What follows belongs to an exercise in optimizing a design on an open flow for small area, a short achievable clock period and few clock cycles per item; a production flow would make more cautious choices. RTL that was checked went through simulation tests only; none was proved equivalent to the original. Only the layout flow was run in run 4; the RTL was not checked for function there. No activity file was given, so power comes from the tool's default toggle rates.

===== flow/config.mk =====
export PLATFORM = sky130hd
export DESIGN_NAME = fsk_demod
export DESIGN_NICKNAME = fsk_demod
export VERILOG_FILES = /design/flow/design.v
export SDC_FILE = /design/flow/constraint.sdc
export NUM_CORES = 4
export LEC_CHECK = 0
export CAP_MARGIN = 20
export CORE_MARGIN = 2
export CORE_UTILIZATION = 60
export SETUP_SLACK_MARGIN = 3.5
export SLEW_MARGIN = 20

===== flow/constraint.sdc =====
create_clock -name core_clock -period 6.0 [get_ports {sys_clk}]
set_input_delay 1.2000 -clock core_clock [delete_from_list [all_inputs] [get_ports {sys_clk}]]
set_output_delay 1.2000 -clock core_clock [all_outputs]
set_load 0.01 [all_outputs]

===== flow/design.v =====
module tone_ref_lookup (
    input  logic [6:0]        q,
    output logic signed [8:0] dref
);
    always_comb begin
        case (q)
            7'd0: dref = 9'sd0;
            7'd1: dref = -9'sd3;
            7'd2: dref = -9'sd6;
            7'd3: dref = -9'sd10;
            7'd4: dref = -9'sd13;
            7'd5: dref = -9'sd15;
            7'd6: dref = -9'sd18;
            7'd7: dref = -9'sd21;
            7'd8: dref = -9'sd24;
            7'd9: dref = -9'sd26;
            7'd10: dref = -9'sd29;
            7'd11: dref = -9'sd31;
            7'd12: dref = -9'sd34;
            7'd13: dref = -9'sd36;
            7'd14: dref = -9'sd38;
            7'd15: dref = -9'sd39;
            7'd16: dref = -9'sd41;
            7'd17: dref = -9'sd43;
            7'd18: dref = -9'sd44;
            7'd19: dref = -9'sd45;
            7'd20: dref = -9'sd46;
            7'd21: dref = -9'sd46;
            7'd22: dref = -9'sd47;
            7'd23: dref = -9'sd47;
            7'd24: dref = -9'sd46;
            7'd25: dref = -9'sd47;
            7'd26: dref = -9'sd46;
            7'd27: dref = -9'sd45;
            7'd28: dref = -9'sd44;
            7'd29: dref = -9'sd43;
            7'd30: dref = -9'sd41;
            7'd31: dref = -9'sd39;
            7'd32: dref = -9'sd37;
            7'd33: dref = -9'sd35;
            7'd34: dref = -9'sd32;
            7'd35: dref = -9'sd30;
            7'd36: dref = -9'sd27;
            7'd37: dref = -9'sd23;
            7'd38: dref = -9'sd20;
            7'd39: dref = -9'sd16;
            7'd40: dref = -9'sd11;
            7'd41: dref = -9'sd8;
            7'd42: dref = -9'sd3;
            7'd43: dref = 9'sd2;
            7'd44: dref = 9'sd6;
            7'd45: dref = 9'sd11;
            7'd46: dref = 9'sd17;
            7'd47: dref = 9'sd22;
            7'd48: dref = 9'sd27;
            7'd49: dref = 9'sd33;
            7'd50: dref = 9'sd39;
            7'd51: dref = 9'sd45;
            7'd52: dref = 9'sd51;
            7'd53: dref = 9'sd57;
            7'd54: dref = 9'sd63;
            7'd55: dref = 9'sd70;
            7'd56: dref = 9'sd76;
            7'd57: dref = 9'sd82;
            7'd58: dref = 9'sd89;
            7'd59: dref = 9'sd95;
            7'd60: dref = 9'sd101;
            7'd61: dref = 9'sd108;
            7'd62: dref = 9'sd115;
            7'd63: dref = 9'sd121;
            7'd64: dref = 9'sd127;
            7'd65: dref = 9'sd133;
            7'd66: dref = 9'sd139;
            7'd67: dref = 9'sd146;
            7'd68: dref = 9'sd151;
            7'd69: dref = 9'sd157;
            7'd70: dref = 9'sd163;
            7'd71: dref = 9'sd168;
            7'd72: dref = 9'sd174;
            7'd73: dref = 9'sd178;
            7'd74: dref = 9'sd183;
            7'd75: dref = 9'sd187;
            7'd76: dref = 9'sd193;
            7'd77: dref = 9'sd197;
            7'd78: dref = 9'sd201;
            7'd79: dref = 9'sd203;
            7'd80: dref = 9'sd207;
            7'd81: dref = 9'sd210;
            7'd82: dref = 9'sd213;
            7'd83: dref = 9'sd215;
            7'd84: dref = 9'sd218;
            7'd85: dref = 9'sd220;
            7'd86: dref = 9'sd221;
            7'd87: dref = 9'sd222;
            7'd88: dref = 9'sd223;
            7'd89: dref = 9'sd224;
            7'd90: dref = 9'sd224;
            7'd91: dref = 9'sd223;
            7'd92: dref = 9'sd223;
            7'd93: dref = 9'sd222;
            7'd94: dref = 9'sd220;
            7'd95: dref = 9'sd219;
            7'd96: dref = 9'sd217;
            7'd97: dref = 9'sd215;
            7'd98: dref = 9'sd211;
            7'd99: dref = 9'sd209;
            7'd100: dref = 9'sd206;
            7'd101: dref = 9'sd201;
            7'd102: dref = 9'sd198;
            7'd103: dref = 9'sd193;
            7'd104: dref = 9'sd188;
            7'd105: dref = 9'sd183;
            7'd106: dref = 9'sd177;
            7'd107: dref = 9'sd172;
            7'd108: dref = 9'sd166;
            7'd109: dref = 9'sd159;
            7'd110: dref = 9'sd152;
            7'd111: dref = 9'sd145;
            7'd112: dref = 9'sd139;
            7'd113: dref = 9'sd131;
            7'd114: dref = 9'sd124;
            7'd115: dref = 9'sd116;
            7'd116: dref = 9'sd108;
            7'd117: dref = 9'sd99;
            7'd118: dref = 9'sd91;
            7'd119: dref = 9'sd82;
            7'd120: dref = 9'sd74;
            7'd121: dref = 9'sd65;
            7'd122: dref = 9'sd56;
            7'd123: dref = 9'sd47;
            7'd124: dref = 9'sd37;
            7'd125: dref = 9'sd28;
            7'd126: dref = 9'sd18;
            7'd127: dref = 9'sd9;
            default: dref = 9'sd0;
        endcase
    end
endmodule
module fsk_mac (
    input  logic [3:0]  neg,
    input  logic [3:0]  one,
    input  logic [3:0]  two,
    input  logic [8:0]  d,
    input  logic [23:0] sm,
    input  logic [23:0] cm,
    output logic [23:0] nx0,
    output logic [23:0] nx1
);
    logic pp1, pp2, pp3, pp4, pp5, pp6, pp7, pp8, pp9, pp10, pp11, pp12, pp13, pp14, pp15, pp16;
    logic pp17, pp18, pp19, pp20, pp21, pp22, pp23, pp24, pp25, pp26, pp27, pp28, pp29, pp30, pp31, pp32;
    logic pp33, pp34, pp35, pp36, pp37, pp38, pp39, pp40, pp41, hs42, hc43, hs44, hc45, hs46, hc47, hs48;
    logic hc49, hs50, hc51, hs52, hc53, hs54, hc55, hs56, hc57, fs58, fc59, hs60, hc61, fs62, fc63, hs64;
    logic hc65, fs66, fc67, fs68, fc69, fs70, fc71, fs72, fc73, fs74, fc75, fs76, fc77, fs78, fc79, fs80;
    logic fc81, fs82, fc83, fs84, fc85, fs86, fc87, fs88, fc89, fs90, fc91, fs92, fc93, fs94, fc95, hs96;
    logic hc97, hs98, hc99, hs100, hc101, fs102, fc103, fs104, fc105, fs106, fc107, fs108, fc109, fs110, fc111, fs112;
    logic fc113, fs114, fc115, fs116, fc117, fs118, fc119, fs120, fc121, fs122, fc123, fs124, fc125, fs126, fc127, fs128;
    logic fc129, hs130, hc131, hs132, hc133, hs134, hc135, hs136, hc137, hs138, hc139, hs140, hc141, hs142, hc143, hs144;
    logic hc145, hs146, hc147, fs148, fc149, fs150, fc151, fs152, fc153, fs154, fc155, fs156, fc157, fs158, fc159, fs160;
    logic fc161, fs162, fc163, fs164, fc165, fs166, fc167, fs168, fc169, fs170, fc171, fs172, fc173, fs174, fc175, fs176;
    logic fc177, fs178, fc179, fs180, fc181, fs182, fc183, fs184, fc185, fs186, fc187, fs188, fc189, fs190, fc191, fs192;
    logic fc193;
    assign pp1 = (one[0] & d[0]) ^ neg[0];
    assign pp2 = ((one[0] & d[1]) | (two[0] & d[0])) ^ neg[0];
    assign pp3 = ((one[0] & d[2]) | (two[0] & d[1])) ^ neg[0];
    assign pp4 = ((one[0] & d[3]) | (two[0] & d[2])) ^ neg[0];
    assign pp5 = ((one[0] & d[4]) | (two[0] & d[3])) ^ neg[0];
    assign pp6 = ((one[0] & d[5]) | (two[0] & d[4])) ^ neg[0];
    assign pp7 = ((one[0] & d[6]) | (two[0] & d[5])) ^ neg[0];
    assign pp8 = ((one[0] & d[7]) | (two[0] & d[6])) ^ neg[0];
    assign pp9 = ((one[0] & d[8]) | (two[0] & d[7])) ^ neg[0];
    assign pp10 = ((one[0] & d[8]) | (two[0] & d[8])) ^ neg[0];
    assign pp11 = ~pp10;
    assign pp12 = (one[1] & d[0]) ^ neg[1];
    assign pp13 = ((one[1] & d[1]) | (two[1] & d[0])) ^ neg[1];
    assign pp14 = ((one[1] & d[2]) | (two[1] & d[1])) ^ neg[1];
    assign pp15 = ((one[1] & d[3]) | (two[1] & d[2])) ^ neg[1];
    assign pp16 = ((one[1] & d[4]) | (two[1] & d[3])) ^ neg[1];
    assign pp17 = ((one[1] & d[5]) | (two[1] & d[4])) ^ neg[1];
    assign pp18 = ((one[1] & d[6]) | (two[1] & d[5])) ^ neg[1];
    assign pp19 = ((one[1] & d[7]) | (two[1] & d[6])) ^ neg[1];
    assign pp20 = ((one[1] & d[8]) | (two[1] & d[7])) ^ neg[1];
    assign pp21 = ~(((one[1] & d[8]) | (two[1] & d[8])) ^ neg[1]);
    assign pp22 = (one[2] & d[0]) ^ neg[2];
    assign pp23 = ((one[2] & d[1]) | (two[2] & d[0])) ^ neg[2];
    assign pp24 = ((one[2] & d[2]) | (two[2] & d[1])) ^ neg[2];
    assign pp25 = ((one[2] & d[3]) | (two[2] & d[2])) ^ neg[2];
    assign pp26 = ((one[2] & d[4]) | (two[2] & d[3])) ^ neg[2];
    assign pp27 = ((one[2] & d[5]) | (two[2] & d[4])) ^ neg[2];
    assign pp28 = ((one[2] & d[6]) | (two[2] & d[5])) ^ neg[2];
    assign pp29 = ((one[2] & d[7]) | (two[2] & d[6])) ^ neg[2];
    assign pp30 = ((one[2] & d[8]) | (two[2] & d[7])) ^ neg[2];
    assign pp31 = ~(((one[2] & d[8]) | (two[2] & d[8])) ^ neg[2]);
    assign pp32 = (one[3] & d[0]) ^ neg[3];
    assign pp33 = ((one[3] & d[1]) | (two[3] & d[0])) ^ neg[3];
    assign pp34 = ((one[3] & d[2]) | (two[3] & d[1])) ^ neg[3];
    assign pp35 = ((one[3] & d[3]) | (two[3] & d[2])) ^ neg[3];
    assign pp36 = ((one[3] & d[4]) | (two[3] & d[3])) ^ neg[3];
    assign pp37 = ((one[3] & d[5]) | (two[3] & d[4])) ^ neg[3];
    assign pp38 = ((one[3] & d[6]) | (two[3] & d[5])) ^ neg[3];
    assign pp39 = ((one[3] & d[7]) | (two[3] & d[6])) ^ neg[3];
    assign pp40 = ((one[3] & d[8]) | (two[3] & d[7])) ^ neg[3];
    assign pp41 = ~(((one[3] & d[8]) | (two[3] & d[8])) ^ neg[3]);
    assign hs42 = neg[3] ^ cm[6];
    assign hc43 = neg[3] & cm[6];
    assign hs44 = cm[7] ^ sm[7];
    assign hc45 = cm[7] & sm[7];
    assign hs46 = cm[8] ^ sm[8];
    assign hc47 = cm[8] & sm[8];
    assign hs48 = cm[9] ^ sm[9];
    assign hc49 = cm[9] & sm[9];
    assign hs50 = cm[10] ^ sm[10];
    assign hc51 = cm[10] & sm[10];
    assign hs52 = cm[11] ^ sm[11];
    assign hc53 = cm[11] & sm[11];
    assign hs54 = neg[1] ^ cm[2];
    assign hc55 = neg[1] & cm[2];
    assign hs56 = cm[3] ^ sm[3];
    assign hc57 = cm[3] & sm[3];
    assign fs58 = neg[2] ^ cm[4] ^ sm[4];
    assign fc59 = (neg[2] & cm[4]) | (neg[2] & sm[4]) | (cm[4] & sm[4]);
    assign hs60 = pp5 ^ pp14;
    assign hc61 = pp5 & pp14;
    assign fs62 = cm[5] ^ sm[5] ^ pp6;
    assign fc63 = (cm[5] & sm[5]) | (cm[5] & pp6) | (sm[5] & pp6);
    assign hs64 = pp15 ^ pp23;
    assign hc65 = pp15 & pp23;
    assign fs66 = sm[6] ^ pp7 ^ pp16;
    assign fc67 = (sm[6] & pp7) | (sm[6] & pp16) | (pp7 & pp16);
    assign fs68 = pp24 ^ pp32 ^ hs42;
    assign fc69 = (pp24 & pp32) | (pp24 & hs42) | (pp32 & hs42);
    assign fs70 = pp8 ^ pp17 ^ pp25;
    assign fc71 = (pp8 & pp17) | (pp8 & pp25) | (pp17 & pp25);
    assign fs72 = pp33 ^ hs44 ^ hc43;
    assign fc73 = (pp33 & hs44) | (pp33 & hc43) | (hs44 & hc43);
    assign fs74 = pp9 ^ pp18 ^ pp26;
    assign fc75 = (pp9 & pp18) | (pp9 & pp26) | (pp18 & pp26);
    assign fs76 = pp34 ^ hs46 ^ hc45;
    assign fc77 = (pp34 & hs46) | (pp34 & hc45) | (hs46 & hc45);
    assign fs78 = pp10 ^ pp19 ^ pp27;
    assign fc79 = (pp10 & pp19) | (pp10 & pp27) | (pp19 & pp27);
    assign fs80 = pp35 ^ hs48 ^ hc47;
    assign fc81 = (pp35 & hs48) | (pp35 & hc47) | (hs48 & hc47);
    assign fs82 = pp10 ^ pp20 ^ pp28;
    assign fc83 = (pp10 & pp20) | (pp10 & pp28) | (pp20 & pp28);
    assign fs84 = pp36 ^ hs50 ^ hc49;
    assign fc85 = (pp36 & hs50) | (pp36 & hc49) | (hs50 & hc49);
    assign fs86 = pp21 ^ pp29 ^ pp37;
    assign fc87 = (pp21 & pp29) | (pp21 & pp37) | (pp29 & pp37);
    assign fs88 = pp11 ^ hs52 ^ hc51;
    assign fc89 = (pp11 & hs52) | (pp11 & hc51) | (hs52 & hc51);
    assign fs90 = 1'b1 ^ cm[12] ^ sm[12];
    assign fc91 = (1'b1 & cm[12]) | (1'b1 & sm[12]) | (cm[12] & sm[12]);
    assign fs92 = pp30 ^ pp38 ^ hc53;
    assign fc93 = (pp30 & pp38) | (pp30 & hc53) | (pp38 & hc53);
    assign fs94 = cm[13] ^ sm[13] ^ pp31;
    assign fc95 = (cm[13] & sm[13]) | (cm[13] & pp31) | (sm[13] & pp31);
    assign hs96 = 1'b1 ^ cm[14];
    assign hc97 = 1'b1 & cm[14];
    assign hs98 = neg[0] ^ cm[0];
    assign hc99 = neg[0] & cm[0];
    assign hs100 = cm[1] ^ sm[1];
    assign hc101 = cm[1] & sm[1];
    assign fs102 = sm[2] ^ pp3 ^ pp12;
    assign fc103 = (sm[2] & pp3) | (sm[2] & pp12) | (pp3 & pp12);
    assign fs104 = pp4 ^ pp13 ^ hs56;
    assign fc105 = (pp4 & pp13) | (pp4 & hs56) | (pp13 & hs56);
    assign fs106 = pp22 ^ hc57 ^ hs60;
    assign fc107 = (pp22 & hc57) | (pp22 & hs60) | (hc57 & hs60);
    assign fs108 = hs64 ^ fc59 ^ hc61;
    assign fc109 = (hs64 & fc59) | (hs64 & hc61) | (fc59 & hc61);
    assign fs110 = hc65 ^ fc63 ^ fs66;
    assign fc111 = (hc65 & fc63) | (hc65 & fs66) | (fc63 & fs66);
    assign fs112 = fc67 ^ fs70 ^ fc69;
    assign fc113 = (fc67 & fs70) | (fc67 & fc69) | (fs70 & fc69);
    assign fs114 = fc71 ^ fs74 ^ fc73;
    assign fc115 = (fc71 & fs74) | (fc71 & fc73) | (fs74 & fc73);
    assign fs116 = fc75 ^ fs78 ^ fc77;
    assign fc117 = (fc75 & fs78) | (fc75 & fc77) | (fs78 & fc77);
    assign fs118 = fc79 ^ fs82 ^ fc81;
    assign fc119 = (fc79 & fs82) | (fc79 & fc81) | (fs82 & fc81);
    assign fs120 = fc83 ^ fs86 ^ fc85;
    assign fc121 = (fc83 & fs86) | (fc83 & fc85) | (fs86 & fc85);
    assign fs122 = fs90 ^ fc87 ^ fc89;
    assign fc123 = (fs90 & fc87) | (fs90 & fc89) | (fc87 & fc89);
    assign fs124 = pp39 ^ fc91 ^ fs94;
    assign fc125 = (pp39 & fc91) | (pp39 & fs94) | (fc91 & fs94);
    assign fs126 = sm[14] ^ pp40 ^ hs96;
    assign fc127 = (sm[14] & pp40) | (sm[14] & hs96) | (pp40 & hs96);
    assign fs128 = cm[15] ^ sm[15] ^ pp41;
    assign fc129 = (cm[15] & sm[15]) | (cm[15] & pp41) | (sm[15] & pp41);
    assign hs130 = 1'b1 ^ cm[16];
    assign hc131 = 1'b1 & cm[16];
    assign hs132 = 1'b1 ^ cm[17];
    assign hc133 = 1'b1 & cm[17];
    assign hs134 = 1'b1 ^ cm[18];
    assign hc135 = 1'b1 & cm[18];
    assign hs136 = 1'b1 ^ cm[19];
    assign hc137 = 1'b1 & cm[19];
    assign hs138 = 1'b1 ^ cm[20];
    assign hc139 = 1'b1 & cm[20];
    assign hs140 = 1'b1 ^ cm[21];
    assign hc141 = 1'b1 & cm[21];
    assign hs142 = 1'b1 ^ cm[22];
    assign hc143 = 1'b1 & cm[22];
    assign hs144 = 1'b1 ^ cm[23];
    assign hc145 = 1'b1 & cm[23];
    assign hs146 = sm[0] ^ pp1;
    assign hc147 = sm[0] & pp1;
    assign fs148 = pp2 ^ hs100 ^ hc99;
    assign fc149 = (pp2 & hs100) | (pp2 & hc99) | (hs100 & hc99);
    assign fs150 = hs54 ^ hc101 ^ fs102;
    assign fc151 = (hs54 & hc101) | (hs54 & fs102) | (hc101 & fs102);
    assign fs152 = hc55 ^ fc103 ^ fs104;
    assign fc153 = (hc55 & fc103) | (hc55 & fs104) | (fc103 & fs104);
    assign fs154 = fs58 ^ fc105 ^ fs106;
    assign fc155 = (fs58 & fc105) | (fs58 & fs106) | (fc105 & fs106);
    assign fs156 = fs62 ^ fc107 ^ fs108;
    assign fc157 = (fs62 & fc107) | (fs62 & fs108) | (fc107 & fs108);
    assign fs158 = fs68 ^ fc109 ^ fs110;
    assign fc159 = (fs68 & fc109) | (fs68 & fs110) | (fc109 & fs110);
    assign fs160 = fs72 ^ fc111 ^ fs112;
    assign fc161 = (fs72 & fc111) | (fs72 & fs112) | (fc111 & fs112);
    assign fs162 = fs76 ^ fc113 ^ fs114;
    assign fc163 = (fs76 & fc113) | (fs76 & fs114) | (fc113 & fs114);
    assign fs164 = fs80 ^ fc115 ^ fs116;
    assign fc165 = (fs80 & fc115) | (fs80 & fs116) | (fc115 & fs116);
    assign fs166 = fs84 ^ fc117 ^ fs118;
    assign fc167 = (fs84 & fc117) | (fs84 & fs118) | (fc117 & fs118);
    assign fs168 = fs88 ^ fc119 ^ fs120;
    assign fc169 = (fs88 & fc119) | (fs88 & fs120) | (fc119 & fs120);
    assign fs170 = fs92 ^ fc121 ^ fs122;
    assign fc171 = (fs92 & fc121) | (fs92 & fs122) | (fc121 & fs122);
    assign fs172 = fc93 ^ fs124 ^ fc123;
    assign fc173 = (fc93 & fs124) | (fc93 & fc123) | (fs124 & fc123);
    assign fs174 = fc95 ^ fs126 ^ fc125;
    assign fc175 = (fc95 & fs126) | (fc95 & fc125) | (fs126 & fc125);
    assign fs176 = hc97 ^ fs128 ^ fc127;
    assign fc177 = (hc97 & fs128) | (hc97 & fc127) | (fs128 & fc127);
    assign fs178 = sm[16] ^ hs130 ^ fc129;
    assign fc179 = (sm[16] & hs130) | (sm[16] & fc129) | (hs130 & fc129);
    assign fs180 = sm[17] ^ hs132 ^ hc131;
    assign fc181 = (sm[17] & hs132) | (sm[17] & hc131) | (hs132 & hc131);
    assign fs182 = sm[18] ^ hs134 ^ hc133;
    assign fc183 = (sm[18] & hs134) | (sm[18] & hc133) | (hs134 & hc133);
    assign fs184 = sm[19] ^ hs136 ^ hc135;
    assign fc185 = (sm[19] & hs136) | (sm[19] & hc135) | (hs136 & hc135);
    assign fs186 = sm[20] ^ hs138 ^ hc137;
    assign fc187 = (sm[20] & hs138) | (sm[20] & hc137) | (hs138 & hc137);
    assign fs188 = sm[21] ^ hs140 ^ hc139;
    assign fc189 = (sm[21] & hs140) | (sm[21] & hc139) | (hs140 & hc139);
    assign fs190 = sm[22] ^ hs142 ^ hc141;
    assign fc191 = (sm[22] & hs142) | (sm[22] & hc141) | (hs142 & hc141);
    assign fs192 = sm[23] ^ hs144 ^ hc143;
    assign fc193 = (sm[23] & hs144) | (sm[23] & hc143) | (hs144 & hc143);
    assign nx0[0] = hs146;
    assign nx0[1] = fs148;
    assign nx0[2] = fs150;
    assign nx0[3] = fs152;
    assign nx0[4] = fs154;
    assign nx0[5] = fs156;
    assign nx0[6] = fs158;
    assign nx0[7] = fs160;
    assign nx0[8] = fs162;
    assign nx0[9] = fs164;
    assign nx0[10] = fs166;
    assign nx0[11] = fs168;
    assign nx0[12] = fs170;
    assign nx0[13] = fs172;
    assign nx0[14] = fs174;
    assign nx0[15] = fs176;
    assign nx0[16] = fs178;
    assign nx0[17] = fs180;
    assign nx0[18] = fs182;
    assign nx0[19] = fs184;
    assign nx0[20] = fs186;
    assign nx0[21] = fs188;
    assign nx0[22] = fs190;
    assign nx0[23] = fs192;
    assign nx1[0] = hs98;
    assign nx1[1] = hc147;
    assign nx1[2] = fc149;
    assign nx1[3] = fc151;
    assign nx1[4] = fc153;
    assign nx1[5] = fc155;
    assign nx1[6] = fc157;
    assign nx1[7] = fc159;
    assign nx1[8] = fc161;
    assign nx1[9] = fc163;
    assign nx1[10] = fc165;
    assign nx1[11] = fc167;
    assign nx1[12] = fc169;
    assign nx1[13] = fc171;
    assign nx1[14] = fc173;
    assign nx1[15] = fc175;
    assign nx1[16] = fc177;
    assign nx1[17] = fc179;
    assign nx1[18] = fc181;
    assign nx1[19] = fc183;
    assign nx1[20] = fc185;
    assign nx1[21] = fc187;
    assign nx1[22] = fc189;
    assign nx1[23] = fc191;
endmodule
module symbol_decider (
    input  logic        sys_clk,
    input  logic        rst_n,
    input  logic        push,
    input  logic        push_bit,
    output logic [1:0]  qv,
    output logic        pop,
    output logic        symbol,
    output logic        symbol_valid,
    input  logic        symbol_ready
);
    logic [1:0] qd;
    logic [1:0] nv;
    logic [1:0] nd;
    assign pop          = qv[0] && symbol_ready;
    assign symbol       = qd[0];
    assign symbol_valid = qv[0];
    always_comb begin
        nv = pop ? {1'b0, qv[1]} : qv;
        nd = pop ? {qd[1], qd[1]} : qd;
        if (push) begin
            if (!nv[0]) nd[0] = push_bit;
            else        nd[1] = push_bit;
            nv = {nv[0], 1'b1};
        end
    end
    always_ff @(posedge sys_clk or negedge rst_n) begin
        if (!rst_n) qv <= '0;
        else        qv <= nv;
    end
    always_ff @(posedge sys_clk) begin
        qd <= nd;
    end
endmodule
module fsk_demod (
    input  logic         sys_clk,
    input  logic         rst_n,
    input  logic [15:0]  sample_in,       
    input  logic         sample_valid,
    output logic         sample_ready,
    output logic         symbol,          
    output logic         symbol_valid,
    input  logic         symbol_ready
);
    localparam int W = 24;
    logic       rdy;
    logic       take;
    logic [7:0] phase;
    logic [7:0] q1;           
    logic       p7;           
    logic [7:0] s1;
    logic       l1;
    assign sample_ready = rdy;
    assign take         = sample_valid && rdy;
    assign phase = sample_in[15:8];
    always_ff @(posedge sys_clk) begin
        q1 <= phase[7] ? 8'd0 - phase : phase;
        p7 <= phase[7];
        s1 <= sample_in[7:0] & {8{take}};
    end
    logic       newlast;      
    assign newlast = take && (phase == 8'hFF);
    always_ff @(posedge sys_clk or negedge rst_n) begin
        if (!rst_n) l1 <= 1'b0;
        else        l1 <= newlast;
    end
    logic signed [8:0] dhalf;
    logic [8:0]        se;
    logic [3:0]        neg_n, one_n, two_n;
    logic [3:0]        neg2, one2, two2;
    logic [8:0]        d2;
    logic              l2;
    tone_ref_lookup u_lookup (.q(q1[6:0]), .dref(dhalf));
    always_comb begin
        se = {s1, 1'b0};
        for (int i = 0; i < 4; i++) begin
            neg_n[i] = se[2*i+2];
            one_n[i] = se[2*i+1] ^ se[2*i];
            two_n[i] = (se[2*i+2] & ~se[2*i+1] & ~se[2*i]) | (~se[2*i+2] & se[2*i+1] & se[2*i]);
        end
    end
    always_ff @(posedge sys_clk) begin
        d2   <= q1[7] ? 9'd0 : dhalf;       
        neg2 <= neg_n ^ {4{p7}};
        one2 <= one_n;
        two2 <= two_n;
    end
    logic [W-1:0] acc_s, acc_c;
    logic [W-1:0] nx_s, nx_c;
    logic         run;        
    logic         l3;         
    logic         flush;      
    fsk_mac u_mac (
        .neg (neg2),
        .one (one2),
        .two (two2),
        .d   (d2),
        .sm  (acc_s | ~{W{run}}),
        .cm  (acc_c & {W{run}}),
        .nx0 (nx_s),
        .nx1 (nx_c)
    );
    always_ff @(posedge sys_clk) begin
        acc_s <= nx_s;
        acc_c <= nx_c;
    end
    always_ff @(posedge sys_clk or negedge rst_n) begin
        if (!rst_n) begin
            l2      <= 1'b0;
            l3      <= 1'b0;
            flush   <= 1'b1;
            run     <= 1'b0;
        end else begin
            l2      <= l1;
            l3      <= l2;
            flush   <= 1'b0;
            run     <= !(l2 || flush);
        end
    end
    logic [W-1:0] total;
    logic         dec;        
    logic         l4;
    assign total = acc_s + acc_c;
    always_ff @(posedge sys_clk) begin
        dec <= !total[W-1];
    end
    always_ff @(posedge sys_clk or negedge rst_n) begin
        if (!rst_n) l4 <= 1'b0;
        else        l4 <= l3;
    end
    logic [1:0] qv;
    logic       pop;
    symbol_decider u_queue (
        .sys_clk      (sys_clk),
        .rst_n        (rst_n),
        .push         (l4),
        .push_bit     (dec),
        .qv           (qv),
        .pop          (pop),
        .symbol       (symbol),
        .symbol_valid (symbol_valid),
        .symbol_ready (symbol_ready)
    );
    logic [5:0] ends;
    logic       at_most_one;
    assign ends = {newlast, l1, l2, l3, l4, pop ? qv[1] : qv[0]};
    always_comb begin
        at_most_one = 1'b1;
        for (int i = 0; i < 6; i++)
            for (int j = i + 1; j < 6; j++)
                if (ends[i] && ends[j]) at_most_one = 1'b0;
    end
    always_ff @(posedge sys_clk or negedge rst_n) begin
        if (!rst_n) rdy <= 1'b0;
        else        rdy <= (pop || !qv[1]) && at_most_one;
    end
endmodule

===== flow/flow/run.sh =====
#!/bin/bash
# Own flow: the standard layout, with two changes.
#  1. Synthesis: the standard script, except that synth's "fine" step skips its quick abc
#     (so extract_fa sees the RTL's adders unscrambled) and the final abc uses an area
#     script with deepsyn (flow/abc_deep.script). The result is used only when it holds
#     exactly the standard synthesis's registers (names and cell types); otherwise the
#     standard synthesis is kept.
#  2. Port buffers are plain buffers (BUFFER_PORTS_ARGS) instead of the delay cells the
#     resizer picks by default.
# Every tool's output goes to a log file of its own in this folder.
set -u
W=$PWD
F=$W/flow
R=$W/orfs/results/$FLOW_PLATFORM/fsk_demod/base
PORTS='BUFFER_PORTS_ARGS=-buffer_cell sky130_fd_sc_hd__buf_4'

bash standard.sh synth > $W/log_standard_synth.txt 2>&1 || { echo "standard synth failed"; exit 1; }
cp $R/1_2_yosys.v $W/standard_1_2_yosys.v

# modified copy of ORFS's synth.tcl and of the standard flow's synthesis script
mkdir -p $W/mysynth
sed -e 's|^\(\s*synth -top $::env(DESIGN_NAME) -run fine: {\*}$synth_full_args\)|\1 -noabc|' \
    -e "s|^source \$::env(SCRIPTS_DIR)/synth_preamble.tcl|&\nset abc_args [lreplace \$abc_args 1 1 $F/abc_deep.script]|" \
    $FLOW_HOME/scripts/synth.tcl > $W/mysynth/synth.tcl
sed "s|source \$::env(SCRIPTS_DIR)/synth.tcl|source $W/mysynth/synth.tcl|" $W/synth_recipe.tcl > $W/mysynth/synth_recipe.tcl

if make -C $FLOW_HOME DESIGN_CONFIG=$W/config.mk WORK_HOME=$W/mysynth/orfs CLKGATE_MAP_FILE= \
     SYNTH_SCRIPT=$W/mysynth/synth_recipe.tcl synth > $W/log_my_synth.txt 2>&1; then
  M=$W/mysynth/orfs/results/$FLOW_PLATFORM/fsk_demod/base/1_2_yosys.v
  if python3 $F/regcmp.py $W/standard_1_2_yosys.v $M > $W/log_regcmp.txt 2>&1; then
    cp $M $R/1_2_yosys.v
    rm -f $R/1_synth.odb $R/1_synth.sdc
    echo "using the modified synthesis"
  else
    echo "registers differ: keeping the standard synthesis"
  fi
else
  echo "modified synthesis failed: keeping the standard synthesis"
fi

bash standard.sh "$PORTS" finish > $W/log_standard_finish.txt 2>&1 || { echo "layout failed"; exit 1; }
test -f $W/out/final.def

===== flow/flow/abc_deep.script =====
strash
&get -n
&deepsyn -T 45 -S 1
&put
dch -f
map -a
topo
stime -c
buffer -c
upsize -c
dnsize -c

===== flow/flow/regcmp.py =====
# regcmp.py STD.v NEW.v: exit 0 when both netlists hold the same registers
# (same instance names, same cell types, drive strength aside).
import re, sys

def regs(path):
    txt = open(path).read()
    out = {}
    for typ, name in re.findall(r'^\s*(sky130_fd_sc_hd__\w+)\s+(\S+)\s*\(', txt, re.M):
        base = typ.replace('sky130_fd_sc_hd__', '')
        if re.match(r'(e?df|dl|sdf|sedf)', base):
            out[name] = re.sub(r'_\d+$', '', base)
    return out

a, b = regs(sys.argv[1]), regs(sys.argv[2])
if a != b or not a:
    print("register mismatch:", len(a), len(b))
    for k in sorted(set(a) | set(b)):
        if a.get(k) != b.get(k):
            print("  ", k, a.get(k), b.get(k))
    sys.exit(1)
print("registers match:", len(a))

===== flow/standard.sh =====
#!/bin/bash
# synth_recipe.tcl (not shown) runs the flow's synth.tcl, then flattens the netlist and writes it again
# the make line also repeats each setting of config.mk as NAME=value (left out here)
make -C /OpenROAD-flow-scripts/flow DESIGN_CONFIG=/design/flow/config.mk WORK_HOME=/design/flow/orfs CLKGATE_MAP_FILE= SYNTH_SCRIPT=/design/flow/synth_recipe.tcl "${@:-finish}"

==> qor.csv, run 1 <==
stage,metric,value,unit
critical_path,CP Data Required Time,6.26,ns
clock_network,clk root buf,clkbuf_8,
power,Lkg Pwr,3.21,nW
synth,Yosys Warn Count,3,
place,GP Congestion,0.951,
final_layout,share of cells above drive strength 1,16.4,%
drt,per-cell routed wire length,15.7,µm
power,combinational power share,50.8,%
drt,drt initial violations,227,
timing,Fin. Hold Viols,0,
power,pwr dens,438,nW/µm²
floorplanning,Die Area,11300,µm²
power,Sw Ratio,41.5,%
critical_path,kind of critical path,reg -> reg,
floorplanning,row count,37,
timing,fin crit period,2.54,ns
global_routing,largest net degree at the start of global routing,39,
drt,First-pass DRT Iterations,5,
status,outcome,no timing/DRC/antenna violations,
drt,Final ANT Viol Nets,0,
timing,fmax,394,MHz
synth,Netlist Area Pre-Place,6260,µm²
global_routing,initial antenna violation count,0,
timing,TNS Setup,0,ns
clock_network,total CTS buffers,9,
final_layout,most frequent cells in the layout,"inv_1 (101), nor2_1 (94), dfxtp_1 (79)",
floorplanning,num ports,23,
critical_path,Worst Path Max Fanout,8,
timing,RSZ-0062 raised after global routing,true,
clock_network,CTS H-tree lvls,3,
global_routing,All-Layer GR Usage,25.8,%
floorplanning,core area,10200,µm²
final_layout,final net count,849,
synth,Mean Syn Cell Area,8.69,µm²
power,internal power,1.79,mW
worst_hold_path,Hold Crit Class,reg -> reg,
global_routing,vias in the first global route,4876,
floorplanning,Chip Height,106,µm
final_layout,"most common cell after layout, fill and taps aside",inv_1,
clock_network,Clock Sink Count,98,
synth,Post-Syn Instances,721,
final_layout,Area Overhead vs Synth,11.1,%
place,I/O Buffers,22,
critical_path,CP Cell Sequence,"inv_1, o22ai_1, xor2_1, fa_1, fa_1, fa_1",
timing,clock skew,0.0150,ns
clock_network,clk slew on worst S/H paths,0.10,ns
timing,Final Max Slew Viols,0,
clock_network,Worst-Skew Late Latency,0.39,ns
critical_path,startpoint class of the critical path,register,
synth,"Net Count, Synth",831,
timing,Worst Max-Slew Pin Slew,0.632,ns
power,Clock Power Share,15.1,%
place,setup slack at placement,3.00,ns
power,Sw Pwr,1.27,mW
critical_path,CP most frequent cell,fa_1,
drt,vias per inst,5.57,
place,dpl hpwl,10900,µm
floorplanning,Die Span X,106,µm
floorplanning,Initial Util,61.2,%
clock_network,clock tree buffer depth,2,
critical_path,CP max stage delay,0.57,ns
global_routing,first-pass GRT wire length,22800,µm
timing,final worst slack,3.46,ns
drt,Detailed Route WL,13800,µm
critical_path,Critical Path End Type,register,
timing,final setup fails,0,
final_layout,ant diodes,0,
power,sequential share of power,34.0,%
drt,Vias,4905,
drt,detailed-route DRC error count,0,
timing,fin crit share,42.3,%
critical_path,Critical Path AT,2.80,ns
clock_network,TritonCTS clock tree,done,
critical_path,slowest CP cell,fa_1,
power,maximum VDD drop,0.000220,V
run,Max Cap Viol,0,
timing,Worst slew margin,57.8,%
global_routing,remaining global-route overflow,0,
==> flip-flops by register name, indices dropped and copies added, names as in the netlist, 4 cells and up <==
| signal | flops |
|---|---|
| acc_c | 24 |
| acc_s | 24 |
| two2 | 4 |
| q1 | 8 |
| s1 | 8 |
| neg2 | 4 |
| one2 | 4 |
| d2 | 9 |
==> critical path: cells and delay by family (launching register included) <==
kind | cells | cell delay, ns
fa+ha+maj | 3 | 1.51
flops | 1 | 0.36
buf+inv | 1 | 0.24
xor+xnor | 1 | 0.17
compound gates | 1 | 0.13
==> path summary, 6_finish.rpt <==
kind | start | to | slack [ns] | cells past startpoint
max in group asynchronous | rst_n | flush$_DFF_PN1_ | 5.17 | 1
min | s1[0]$_DFF_P_ | one2[0]$_DFF_P_ | 0.36 | 0
min reg2reg | s1[0]$_DFF_P_ | one2[0]$_DFF_P_ | 0.36 | 0
max reg2reg | one2[2]$_DFF_P_ | acc_s[9]$_DFF_P_ | 3.46 | 6
max | one2[2]$_DFF_P_ | acc_s[9]$_DFF_P_ | 3.46 | 6
min in group asynchronous | rst_n | rdy$_DFF_PN0_ | 0.62 | 1
==> per-layer routing <==
metal | up-vias | GRT usage, % | share of wire (%)
met4 | 0 | 9.87 | 3.1
met3 | 40 | 5.27 | 5.6
met1 | 2307 | 33.3 | 44
met2 | 191 | 42.8 | 47
met5 | - | 0 | 0
li1 | 2367 | - | -
==> repair_timing <==
action | 4_1_cts | 5_1_grt
hold buffers | 0 | 0
setup endpoints to repair | 24 | 25
setup buffers | 1 | 4
resized for setup | 17 | 16
pin swaps | 1 | 4
==> layout make-up <==
type,instances,area [µm²]
Multi-Input combinational cell,482,3860
Tap cell,136,170
Sequential cell,98,2040
Inverter,121,478
Clock buffer,9,124
Clock inverter,7,92.6
Timing Repair Buffer,27,203
Fill cell,809,3270
==> power groups by stage <==
| stage | combinational [mW] | clock (mW) | sequential, mW |
|---|---|---|---|
| 4_1_cts | 1.56 | 0.472 | 1.04 |
| 6_report | 1.55 | 0.462 | 1.04 |
| 3_5_place_dp | 1.54 | 0 | 1.05 |
| 3_3_place_gp | 1.42 | 0 | 1.04 |
| 2_1_floorplan | 1.19 | 0 | 0.983 |
| 5_1_grt | 1.80 | 0.495 | 1.06 |
==> through the flow <==
stage,utilization (%),instance area (µm²),power (mW),hold WS (ns),std cells
floorplan,-,6440,2.18,0.331,721
global placement,64.8,6630,2.46,0.341,859
detailed placement,64.8,6630,2.59,0.353,859
CTS,67.3,6890,3.07,0.365,876
global route,68.1,6960,3.36,0.381,880
finish,68.1,6960,3.05,0.362,880
Testbench counts, summed over its fixed seeds: cycles 65,576, items 65,536.
==> run 2, diff against run 1 <==
--- a/flow/config.mk
+++ b/flow/config.mk
@@ -7,6 +7,6 @@
 export LEC_CHECK = 0
 export CAP_MARGIN = 20
 export CORE_MARGIN = 2
-export CORE_UTILIZATION = 60
-export SETUP_SLACK_MARGIN = 3.5
+export CORE_UTILIZATION = 50
+export SETUP_SLACK_MARGIN = 3.6
 export SLEW_MARGIN = 20
==> run 2 against run 1 <==
Still clean. Setup slack better by 0.082 ns. Final cell count is 4.9% higher. Sequential share of layout area is 1.3 points lower. Sequential power hardly changed. Clock power is 23% higher. Core utilization is 7.6 points lower. Worst hold slack worse by 0.0065 ns. Critical path depth stayed put. Global-route usage is 3.3 points lower. Register-to-register slack better by 0.08 ns. Combinational power hardly changed. Synthesized cell count stayed put. Critical endpoint is now acc_s[8]$_DFF_P_. Largest cell class unchanged.
==> qor.csv, run 2 <==
stage,metric,value,unit,change
timing,Final Max Slew Viols,0,,unchanged
clock_network,Worst-Skew Late Latency,0.35,ns,was 0.39 ns
global_routing,busiest metal layer after global routing,met2,,unchanged
clock_network,Clock Sink Count,98,,unchanged
timing,RSZ-0062 raised after global routing,true,,unchanged
timing,fin crit share,40.9,%,was 42.3%
floorplanning,row count,40,,was 37
global_routing,All-Layer GR Usage,22.5,%,was 25.8%
critical_path,kind of critical path,reg -> reg,,unchanged
final_layout,multi-input logic area,3970,µm²,was 3860 µm²
floorplanning,Chip Height,116,µm,was 106 µm
floorplanning,Initial Util,51.7,%,was 61.2%
final_layout,share of cells above drive strength 1,21.2,%,was 16.4%
timing,Fin. Hold Viols,0,,unchanged
global_routing,vias in the first global route,4939,,was 4876
global_routing,initial antenna violation count,0,,unchanged
drt,Vias,4784,,was 4905
power,Lkg Pwr,3.32,nW,was 3.21 nW
final_layout,design area,7320,µm²,was 6960 µm²
floorplanning,Die Span X,116,µm,was 106 µm
power,maximum VDD drop,0.000155,V,was 0.000220 V
global_routing,remaining global-route overflow,0,,unchanged
worst_hold_path,Hold Crit Class,reg -> reg,,unchanged
power,pwr dens,437,nW/µm²,was 438 nW/µm²
drt,Final ANT Viol Nets,0,,unchanged
critical_path,startpoint class of the critical path,register,,unchanged
clock_network,clk root buf,clkbuf_16,,was clkbuf_8
place,GP Congestion,0.931,,was 0.951
clock_network,hold_buf cts,0,,unchanged
clock_network,clock tree buffer depth,2,,unchanged
timing,Worst slew margin,58.9,%,was 57.8%
floorplanning,core area,12100,µm²,was 10200 µm²
global_routing,first-pass GRT wire length,23600,µm,was 22800 µm
power,Clock Power Share,17.8,%,was 15.1%
floorplanning,Die Area,13400,µm²,was 11300 µm²
final_layout,final net count,860,,was 849
timing,clock skew,0.00715,ns,was 0.0150 ns
status,outcome,no timing/DRC/antenna violations,,unchanged
final_layout,register area,2050,µm²,was 2040 µm²
global_routing,GRT met2 Usage,38.4,%,was 42.8%
drt,Detailed Route WL,13700,µm,was 13800 µm
place,I/O Buffers,22,,unchanged
final_layout,Area Overhead vs Synth,16.8,%,was 11.1%
critical_path,CP Data Required Time,6.23,ns,was 6.26 ns
power,sequential share of power,32.7,%,was 34.0%
final_layout,ant diodes,0,,unchanged
floorplanning,num ports,23,,unchanged
power,combinational power share,49.5,%,was 50.8%
run,Max Cap Viol,0,,unchanged
timing,Worst Max-Slew Pin Slew,0.615,ns,was 0.632 ns
power,internal power,1.93,mW,was 1.79 mW
clock_network,clk slew on worst S/H paths,0.07,ns,was 0.10 ns
critical_path,Reg2Reg Depth,6,,unchanged
global_routing,global routing usage on met1,28.0,%,was 33.3%
global_routing,met3 usage in global routing,3.77,%,was 5.27%
synth,Mean Syn Cell Area,8.69,µm²,unchanged
place,dpl cell area,6680,µm²,was 6630 µm²
power,Sw Ratio,39.5,%,was 41.5%
global_routing,largest net degree at the start of global routing,21,,was 39
critical_path,Critical Path AT,2.69,ns,was 2.80 ns
drt,per-cell routed wire length,14.9,µm,was 15.7 µm
place,dpl hpwl,10700,µm,was 10900 µm
final_layout,# fillers,1104,,was 809
timing,final setup fails,0,,unchanged
final_layout,largest registers,"acc_c x24, acc_s x24, d2 x9",,unchanged
clock_network,TritonCTS clock tree,done,,unchanged
synth,"Net Count, Synth",831,,unchanged
critical_path,Worst Path Max Fanout,13,,was 8
timing,fmax,407,MHz,was 394 MHz
final_layout,most frequent cells in the layout,"inv_1 (94), nor2_1 (92), dfxtp_1 (75)",,"was inv_1 (101), nor2_1 (94), dfxtp_1 (79)"
synth,Yosys Warn Count,3,,unchanged
drt,drt initial violations,190,,was 227
timing,TNS Setup,0,ns,unchanged
clock_network,total CTS buffers,9,,unchanged
power,Sw Pwr,1.26,mW,was 1.27 mW
drt,vias per inst,5.18,,was 5.57
synth,Netlist Area Pre-Place,6260,µm²,unchanged
drt,detailed-route DRC error count,0,,unchanged
critical_path,Critical Path End Type,register,,unchanged
clock_network,CTS H-tree lvls,3,,unchanged
final_layout,"most common cell after layout, fill and taps aside",inv_1,,unchanged
timing,fin crit period,2.46,ns,was 2.54 ns
drt,First-pass DRT Iterations,5,,unchanged
synth,Post-Syn Instances,721,,unchanged
place,setup slack at placement,3.00,ns,about the same
worst_hold_path,Hold Crit Depth,0,,unchanged
timing,final worst slack,3.54,ns,was 3.46 ns
[run 2: area by class of cell]
cell class | count | share of cell area, %
Timing Repair inverter | 1 | 0.154
Clock buffer | 9 | 3.08
Timing Repair Buffer | 37 | 4.07
Multi-Input combinational cell | 482 | 54.2
Tap cell | 168 | 2.87
Inverter | 121 | 6.77
Sequential cell | 98 | 27.9
Clock inverter | 7 | 0.923
[run 2: routing by layer]
layer | up-vias | part of all wire [%]
li1 | 2384 | -
met1 | 2266 | 44
met2 | 105 | 49
met3 | 29 | 3.0
met4 | 0 | 3.4
met5 | - | 0
[run 2: repair_timing]
action                     4_1_cts  5_1_grt
setup buffers                    8        7
setup endpoints to repair       31       27
pin swaps                        6       18
resized for setup               40       41
gates cloned                     1        0
[run 2: path summary, 6_finish.rpt]
kind                            slack, ns          endpoint          start
worst max-delay path                 3.54  acc_s[8]$_DFF_P_  run$_DFF_PN0_
worst min-delay path                 0.36   one2[0]$_DFF_P_  s1[0]$_DFF_P_
worst max register to register       3.54  acc_s[8]$_DFF_P_  run$_DFF_PN0_
worst min register to register       0.36   one2[0]$_DFF_P_  s1[0]$_DFF_P_
max in group asynchronous            5.12   flush$_DFF_PN1_          rst_n
min in group asynchronous            0.66     run$_DFF_PN0_          rst_n
[run 2: per-stage QoR]
stage | hold slack, ns | utilization [%] | power (mW) | std cells
final | 0.355 | 60.4 | 3.20 | 923
after floorplan | 0.331 | - | 2.18 | 721
after detailed placement | 0.350 | 55.1 | 2.57 | 891
after global placement | 0.347 | 55.1 | 2.50 | 891
after CTS | 0.351 | 58.9 | 3.19 | 916
after global routing | 0.367 | 60.4 | 3.54 | 923
[run 2: power by group through the flow]
stage / Combinational (mW) / Clock (mW) / Sequential, mW
after CTS: 1.57 / 0.586 / 1.04
after global placement: 1.45 / 0 / 1.05
final: 1.58 / 0.570 / 1.04
after floorplan: 1.19 / 0 / 0.983
after detailed placement: 1.52 / 0 / 1.05
after global routing: 1.86 / 0.612 / 1.07
[run 2: critical path, cell delays in order, from the launching register on]
cell     delay [ns]
dfrtp_2        0.45
inv_8          0.07
or2_4          0.24
ha_4           0.22
fa_2           0.39
fa_2           0.58
fa_1           0.38
==> run 3, diff against run 2 <==
--- a/flow/config.mk
+++ b/flow/config.mk
@@ -7,6 +7,6 @@
 export LEC_CHECK = 0
 export CAP_MARGIN = 20
 export CORE_MARGIN = 2
-export CORE_UTILIZATION = 50
-export SETUP_SLACK_MARGIN = 3.6
+export CORE_UTILIZATION = 40
+export SETUP_SLACK_MARGIN = 3.5
 export SLEW_MARGIN = 20
==> run 3 against run 2 <==
Still clean on timing, DRC and antenna. Clock-buffer cell count up 4. Core utilization down 13 points. Register-to-register slack about the same. Setup slack worse by 0.013 ns. Final cell count up 3.9%. Synthesized cell count unchanged. Flip-flop and latch count unchanged. Clock skew about the same. Sequential power about the same. Global-route usage down 4.7 points. First-iteration DRC count up 42%. Critical endpoint is now acc_s[12]$_DFF_P_. Largest cell class unchanged.
==> qor.csv, run 3 <==
stage,metric,value,unit,change
critical_path,CP Data Required Time,6.23,ns,about the same
drt,Vias,4787,,was 4784
floorplanning,Die Span X,129,µm,was 116 µm
timing,final worst slack,3.53,ns,was 3.54 ns
synth,Mean Syn Cell Area,8.69,µm²,unchanged
synth,Yosys Warn Count,3,,unchanged
timing,Worst Max-Slew Pin Slew,0.638,ns,was 0.615 ns
timing,fin crit period,2.47,ns,was 2.46 ns
timing,final hold slack,0.354,ns,was 0.355 ns
drt,First-pass DRT Iterations,5,,unchanged
place,I/O Buffers,22,,unchanged
final_layout,design area,7220,µm²,was 7320 µm²
timing,fmax,405,MHz,was 407 MHz
floorplanning,Die Area,16700,µm²,was 13400 µm²
critical_path,Critical Path AT,2.70,ns,was 2.69 ns
global_routing,initial antenna violation count,0,,unchanged
clock_network,clk slew on worst S/H paths,0.07,ns,about the same
critical_path,startpoint class of the critical path,register,,unchanged
synth,"Net Count, Synth",831,,unchanged
timing,Final Max Slew Viols,0,,unchanged
timing,Fin. Hold Viols,0,,unchanged
final_layout,share of cells above drive strength 1,18.9,%,was 21.2%
drt,drt initial violations,269,,was 190
floorplanning,row count,45,,was 40
final_layout,final net count,853,,was 860
timing,TNS Setup,0,ns,unchanged
worst_hold_path,Hold Crit Class,reg -> reg,,unchanged
floorplanning,Chip Height,129,µm,was 116 µm
floorplanning,core area,15300,µm²,was 12100 µm²
final_layout,most frequent cells in the layout,"inv_1 (96), nor2_1 (94), dfxtp_1 (79)",,"was inv_1 (94), nor2_1 (92), dfxtp_1 (75)"
timing,Worst slew margin,57.4,%,was 58.9%
global_routing,first-pass GRT wire length,23600,µm,about the same
drt,Detailed Route WL,13800,µm,was 13700 µm
status,outcome,no timing/DRC/antenna violations,,unchanged
clock_network,Worst-Skew Late Latency,0.35,ns,about the same
drt,vias per inst,4.99,,was 5.18
power,power consumption,3.12,mW,was 3.20 mW
power,maximum VDD drop,0.000151,V,was 0.000155 V
floorplanning,Initial Util,41.1,%,was 51.7%
global_routing,largest net degree at the start of global routing,21,,unchanged
drt,per-cell routed wire length,14.4,µm,was 14.9 µm
clock_network,total CTS buffers,9,,unchanged
clock_network,CTS H-tree lvls,3,,unchanged
global_routing,All-Layer GR Usage,17.9,%,was 22.5%
power,Lkg Pwr,3.28,nW,was 3.32 nW
drt,detailed-route DRC error count,0,,unchanged
final_layout,"most common cell after layout, fill and taps aside",inv_1,,unchanged
floorplanning,num ports,23,,unchanged
place,setup slack at placement,2.99,ns,was 3.00 ns
run,Max Cap Viol,0,,unchanged
synth,Post-Syn Instances,721,,unchanged
synth,Netlist Area Pre-Place,6260,µm²,unchanged
clock_network,clk root buf,clkbuf_16,,unchanged
critical_path,Critical Path End Type,register,,unchanged
critical_path,Worst Path Max Fanout,19,,was 13
place,dpl cell area,6730,µm²,was 6680 µm²
timing,RSZ-0062 raised after global routing,true,,unchanged
global_routing,vias in the first global route,4991,,was 4939
global_routing,remaining global-route overflow,0,,unchanged
critical_path,kind of critical path,reg -> reg,,unchanged
drt,Final ANT Viol Nets,0,,unchanged
place,GP Congestion,0.966,,was 0.931
timing,fin crit share,41.2,%,was 40.9%
power,pwr dens,432,nW/µm²,was 437 nW/µm²
timing,clock skew,0.00734,ns,was 0.00715 ns
place,dpl hpwl,10800,µm,was 10700 µm
clock_network,TritonCTS clock tree,done,,unchanged
final_layout,Area Overhead vs Synth,15.3,%,was 16.8%
clock_network,Clock Sink Count,98,,unchanged
timing,final setup fails,0,,unchanged
clock_network,clock tree buffer depth,2,,unchanged
final_layout,largest registers,"acc_c x24, acc_s x24, d2 x9",,unchanged
final_layout,ant diodes,0,,unchanged
[run 3: final cells by class]
class                           instances  area [µm²]
Timing Repair inverter                  1        6.26
Fill cell                            1452        8030
Clock buffer                           13         250
Inverter                              121         475
Timing Repair Buffer                   30         225
Clock inverter                          3        25.0
Tap cell                              211         264
Multi-Input combinational cell        482        3940
Sequential cell                        98        2040
[run 3: per-layer routing]
metal  part of all wire, %  GRT usage [%]  routed length (µm)
met5                     0              0                   0
met4                   3.1           8.38                 429
met3                   3.6           3.43                 498
met2                    48           29.7                6690
met1                    45           22.5                6180
[run 3: through the flow]
stage	std cells	util [%]
3_3_place_gp	934	44.1
2_1_floorplan	721	-
4_1_cts	953	46.3
6_report	959	47.3
3_5_place_dp	934	44.1
5_1_grt	959	47.3
[run 3: worst paths after layout]
check / start / end / slack (ns) / depth (start not counted)
min in group asynchronous: rst_n / u_queue.qv[1]$_DFFE_PN0P_ / 0.65 / 1
max: run$_DFF_PN0_ / acc_s[12]$_DFF_P_ / 3.53 / 8
max reg2reg: run$_DFF_PN0_ / acc_s[12]$_DFF_P_ / 3.53 / 8
min: s1[0]$_DFF_P_ / one2[0]$_DFF_P_ / 0.35 / 0
min reg2reg: s1[0]$_DFF_P_ / one2[0]$_DFF_P_ / 0.35 / 0
max in group asynchronous: rst_n / flush$_DFF_PN1_ / 5.13 / 1
[run 3: repair_timing]
action	CTS	global route
resized for setup	16	38
setup buffers	2	6
pin swaps	3	6
gates cloned	1	0
hold buffers	0	0
setup endpoints to repair	29	17
[run 3: worst max-delay path: stages, from the launching register on]
cell,delay (ns)
dfrtp_2,0.44
inv_8,0.09
or2_4,0.24
ha_4,0.25
inv_1,0.04
fa_2,0.35
inv_2,0.06
fa_1,0.44
fa_1,0.44
[run 3: report_power, final]
| group | switching (mW) | internal, mW | total [mW] |
|---|---|---|---|
| logic | 0.845 | 0.699 | 1.54 |
| clock network | 0.242 | 0.294 | 0.536 |
| registers | 0.146 | 0.892 | 1.04 |
==> run 4, diff against run 3 <==
--- a/flow/design.v
+++ b/flow/design.v
@@ -520,13 +520,33 @@
             run     <= !(l2 || flush);
         end
     end
-    logic [W-1:0] total;
-    logic         dec;        
+    logic [W-1:0] gen_b, prop_b;    
+    logic         cg0, cg1, cp1, cg2, cp2, x23;
+    logic         dg0, dg1, dp1, dg2, dp2, dx23;
+    logic         dec;
     logic         l4;
-    assign total = acc_s + acc_c;
+    assign gen_b  = acc_s & acc_c;
+    assign prop_b = acc_s | acc_c;
+    always_comb begin
+        cg0 = 1'b0;
+        for (int i = 0; i < 8; i++)   cg0 = gen_b[i] | (prop_b[i] & cg0);
+        cg1 = 1'b0;
+        for (int i = 8; i < 16; i++)  cg1 = gen_b[i] | (prop_b[i] & cg1);
+        cg2 = 1'b0;
+        for (int i = 16; i < 23; i++) cg2 = gen_b[i] | (prop_b[i] & cg2);
+        cp1 = &prop_b[15:8];
+        cp2 = &prop_b[22:16];
+        x23 = acc_s[23] ^ acc_c[23];
+    end
     always_ff @(posedge sys_clk) begin
-        dec <= !total[W-1];
+        dg0  <= cg0;
+        dg1  <= cg1;
+        dp1  <= cp1;
+        dg2  <= cg2;
+        dp2  <= cp2;
+        dx23 <= x23;
     end
+    assign dec = !(dx23 ^ (dg2 | (dp2 & (dg1 | (dp1 & dg0)))));
     always_ff @(posedge sys_clk or negedge rst_n) begin
         if (!rst_n) l4 <= 1'b0;
         else        l4 <= l3;
--- a/flow/config.mk
+++ b/flow/config.mk
@@ -7,6 +7,6 @@
 export LEC_CHECK = 0
 export CAP_MARGIN = 20
 export CORE_MARGIN = 2
-export CORE_UTILIZATION = 40
+export CORE_UTILIZATION = 50
 export SETUP_SLACK_MARGIN = 3.5
 export SLEW_MARGIN = 20
==> run 4 against run 3 <==
Final cell count is 6.3% lower. Routed wire length is 3.7% higher. Sequential share of layout area is 2.1 points higher. Critical endpoint unchanged. Critical path type unchanged. Non-clock buffer count is 11 higher.
==> qor.csv, run 4 <==
stage,metric,value,unit,change
critical_path,CP Cell Sequence,"inv_6, or2_4, ha_4, inv_1, fa_2, inv_2, fa_1, fa_1",,"was inv_8, or2_4, ha_4, inv_1, fa_2, inv_2, fa_1, fa_1"
synth,Mean Syn Cell Area,8.62,µm²,was 8.69 µm²
critical_path,Reg2Reg Depth,8,,unchanged
critical_path,CP max stage delay,0.55,ns,was 0.44 ns
critical_path,R2R Path End,acc_s[12]$_DFF_P_,,unchanged
power,sequential share of power,35.7,%,was 33.3%
clock_network,TritonCTS clock tree,done,,unchanged
global_routing,first-pass GRT wire length,24000,µm,was 23600 µm
timing,TNS Setup,0,ns,unchanged
clock_network,clock tree buffer depth,2,,unchanged
synth,Post-Syn Instances,710,,was 721
worst_hold_path,Hold Crit Class,reg -> reg,,unchanged
critical_path,Critical Path End Type,register,,unchanged
clock_network,Clock Sink Count,103,,was 98
drt,First-pass DRT Iterations,5,,unchanged
timing,fin crit period,2.56,ns,was 2.47 ns
power,internal power,1.89,mW,was 1.88 mW
place,dpl hpwl,11000,µm,was 10800 µm
critical_path,R2R Setup Slk,3.44,ns,was 3.53 ns
timing,final setup fails,0,,unchanged
final_layout,# fillers,1082,,was 1452
timing,Worst Max-Slew Pin Slew,0.520,ns,was 0.638 ns
floorplanning,Die Span X,115,µm,was 129 µm
global_routing,remaining global-route overflow,0,,unchanged
floorplanning,Chip Height,115,µm,was 129 µm
floorplanning,core area,12000,µm²,was 15300 µm²
power,maximum VDD drop,0.000163,V,was 0.000151 V
global_routing,All-Layer GR Usage,23.5,%,was 17.9%
global_routing,vias in the first global route,5079,,was 4991
critical_path,startpoint class of the critical path,register,,unchanged
timing,Final Max Slew Viols,0,,unchanged
final_layout,Area Overhead vs Synth,15.7,%,was 15.3%
power,combinational power share,46.3,%,was 49.5%
drt,detailed-route DRC error count,0,,unchanged
critical_path,CP Data Required Time,6.23,ns,about the same
power,Clock Power Share,18.0,%,was 17.2%
clock_network,Worst-Skew Late Latency,0.35,ns,about the same
synth,Netlist Area Pre-Place,6120,µm²,was 6260 µm²
drt,per-cell routed wire length,15.9,µm,was 14.4 µm
final_layout,most frequent cells in the layout,"inv_1 (114), nor2_1 (100), dfxtp_1 (83)",,"was inv_1 (96), nor2_1 (94), dfxtp_1 (79)"
drt,DR WL met3,710,µm,was 498 µm
final_layout,ant diodes,0,,unchanged
run,Max Cap Viol,0,,unchanged
status,outcome,no timing/DRC/antenna violations,,unchanged
critical_path,FF-to-FF Start,run$_DFF_PN0_,,unchanged
floorplanning,Die Area,13100,µm²,was 16700 µm²
power,pwr dens,446,nW/µm²,was 432 nW/µm²
timing,fin crit share,42.7,%,was 41.2%
global_routing,largest net degree at the start of global routing,20,,was 21
clock_network,clk slew on worst S/H paths,0.07,ns,about the same
clock_network,CTS H-tree lvls,3,,unchanged
drt,max layer used,met4,,unchanged
final_layout,fin cells,899,,was 959
critical_path,slowest CP cell,dfrtp_4,,was dfrtp_2
final_layout,largest registers,"acc_c x24, acc_s x24, d2 x9",,unchanged
power,Sw Ratio,40.2,%,was 39.5%
place,placed cell count,862,,was 934
drt,Final ANT Viol Nets,0,,unchanged
clock_network,clk root buf,clkbuf_16,,unchanged
critical_path,CP most frequent cell,fa_1,,unchanged
final_layout,final net count,835,,was 853
drt,DR WL met2,7060,µm,was 6690 µm
floorplanning,row count,40,,was 45
timing,fmax,390,MHz,was 405 MHz
worst_hold_path,Hold Path End,one2[0]$_DFF_P_,,unchanged
drt,drt initial violations,222,,was 269
worst_hold_path,Hold Crit Depth,0,,unchanged
floorplanning,num ports,23,,unchanged
timing,clock skew,0.0107,ns,was 0.00734 ns
timing,Fin. Hold Viols,0,,unchanged
synth,"Net Count, Synth",798,,was 831
worst_hold_path,Hold Path Origin,s1[0]$_DFF_P_,,unchanged
global_routing,initial antenna violation count,0,,unchanged
floorplanning,Initial Util,51.2,%,was 41.1%
clock_network,total CTS buffers,9,,unchanged
drt,vias per inst,5.41,,was 4.99
critical_path,kind of critical path,reg -> reg,,unchanged
place,GP Congestion,0.873,,was 0.966
timing,Worst slew margin,65.1,%,was 57.4%
drt,M1 WL,5960,µm,was 6180 µm
power,Sw Pwr,1.27,mW,was 1.23 mW
drt,Vias,4865,,was 4787
critical_path,Critical Path AT,2.79,ns,was 2.70 ns
synth,Yosys Warn Count,3,,unchanged
timing,RSZ-0062 raised after global routing,true,,unchanged
power,Lkg Pwr,3.24,nW,was 3.28 nW
final_layout,share of cells above drive strength 1,17.6,%,was 18.9%
final_layout,"most common cell after layout, fill and taps aside",inv_1,,unchanged
place,I/O Buffers,22,,unchanged
drt,Detailed Route WL,14300,µm,was 13800 µm
critical_path,Worst Path Max Fanout,5,,was 19
clock_network,hold_buf cts,0,,unchanged
[run 4: repair_timing]
item	CTS	global route
resized for setup	31	45
setup buffers	10	9
hold endpoints to repair	0	0
setup endpoints to repair	25	18
pin swaps	18	25
gates cloned	1	1
[run 4: worst max-delay path by stage]
stage | from | endpoint | slack [ns]
floorplan | run$_DFF_PN0_ | acc_s[10]$_DFF_P_ | 3.49
CTS | run$_DFF_PN0_ | acc_s[11]$_DFF_P_ | 3.41
detailed placement | run$_DFF_PN0_ | acc_s[11]$_DFF_P_ | 2.61
global placement | run$_DFF_PN0_ | acc_s[11]$_DFF_P_ | 2.70
finish | run$_DFF_PN0_ | acc_s[12]$_DFF_P_ | 3.44
global route | run$_DFF_PN0_ | acc_s[13]$_DFF_P_ | 3.39
[run 4: metal layers]
layer / up-vias / track usage (%)
met3: 45 / 4.87
met5: - / 0
met1: 2295 / 28.5
met4: 0 / 11.1
met2: 158 / 39.9
li1: 2367 / -
[run 4: power groups by stage]
| stage | Sequential (mW) | Clock, mW | Combinational, mW |
|---|---|---|---|
| finish | 1.13 | 0.568 | 1.46 |
| global route | 1.16 | 0.613 | 1.72 |
| CTS | 1.12 | 0.585 | 1.43 |
| detailed placement | 1.13 | 0 | 1.40 |
| global placement | 1.13 | 0 | 1.30 |
| floorplan | 1.06 | 0 | 1.08 |
[run 4: worst max-delay path: cells and delay by family (launching register included)]
kind / cells / cell delay (ns)
adders and majority gates: 4 / 1.49
buffers and inverters: 3 / 0.16
DFF: 1 / 0.55
and+or+nand+nor: 1 / 0.24
[run 4: per-stage QoR]
stage / power, mW / instance area [µm²] / worst slack [ns] / hold WS (ns) / utilization, %
finish: 3.16 / 7080 / 3.44 / 0.343 / 59.2
global route: 3.49 / 7080 / 3.39 / 0.355 / 59.2
CTS: 3.14 / 6870 / 3.41 / 0.356 / 57.4
detailed placement: 2.53 / 6390 / 2.61 / 0.355 / 53.4
global placement: 2.44 / 6390 / 2.70 / 0.356 / 53.4
floorplan: 2.14 / 6140 / 3.49 / 0.331 / -
[run 4: final cells by class]
type / count / area, µm² / share of cell area (%)
inverters: 135 / 528 / 7.46
clock buffers: 9 / 225 / 3.18
repair inverters: 2 / 17.5 / 0.247
well taps: 147 / 184 / 2.60
repair buffers: 41 / 335 / 4.74
clock inverters: 7 / 61.3 / 0.866
flip-flops and latches: 103 / 2140 / 30.3
multi-input cells: 455 / 3580 / 50.6

## separate check: timing with driven ports
In the flow no input, the clock included, has a driving cell. The finished layouts below were timed again as built, in two steps. Step 1, drivers: a clkbuf_16 drives sys_clk and a buf_2 each remaining input, both assumed. Step 2 adds t to the input delays and takes it off the output delays; t is the mean of the earliest and latest rising clock arrival at the registers after step 1. Input paths then give back, and output paths get back, about the clock's delay inside the block. Slacks: ideal ports / drivers / drivers and shift; pairs: ideal ports / drivers.
run | t (ns) | setup WS [ns] | worst register clock-pin slew, ns
run 1 | 0.414 | 3.462 / 3.462 / 3.462 | 0.11 / 0.11
run 2 | 0.383 | 3.544 / 3.544 / 3.388 | 0.07 / 0.07
run 3 | 0.386 | 3.531 / 3.531 / 3.302 | 0.07 / 0.07
run 4 | 0.391 | 3.438 / 3.438 / 3.438 | 0.07 / 0.07
After both steps every run listed still meets setup and hold. For run 3, which loses most, drivers alone change the setup slack by 0.000 ns; drivers and shift together by -0.229 ns.
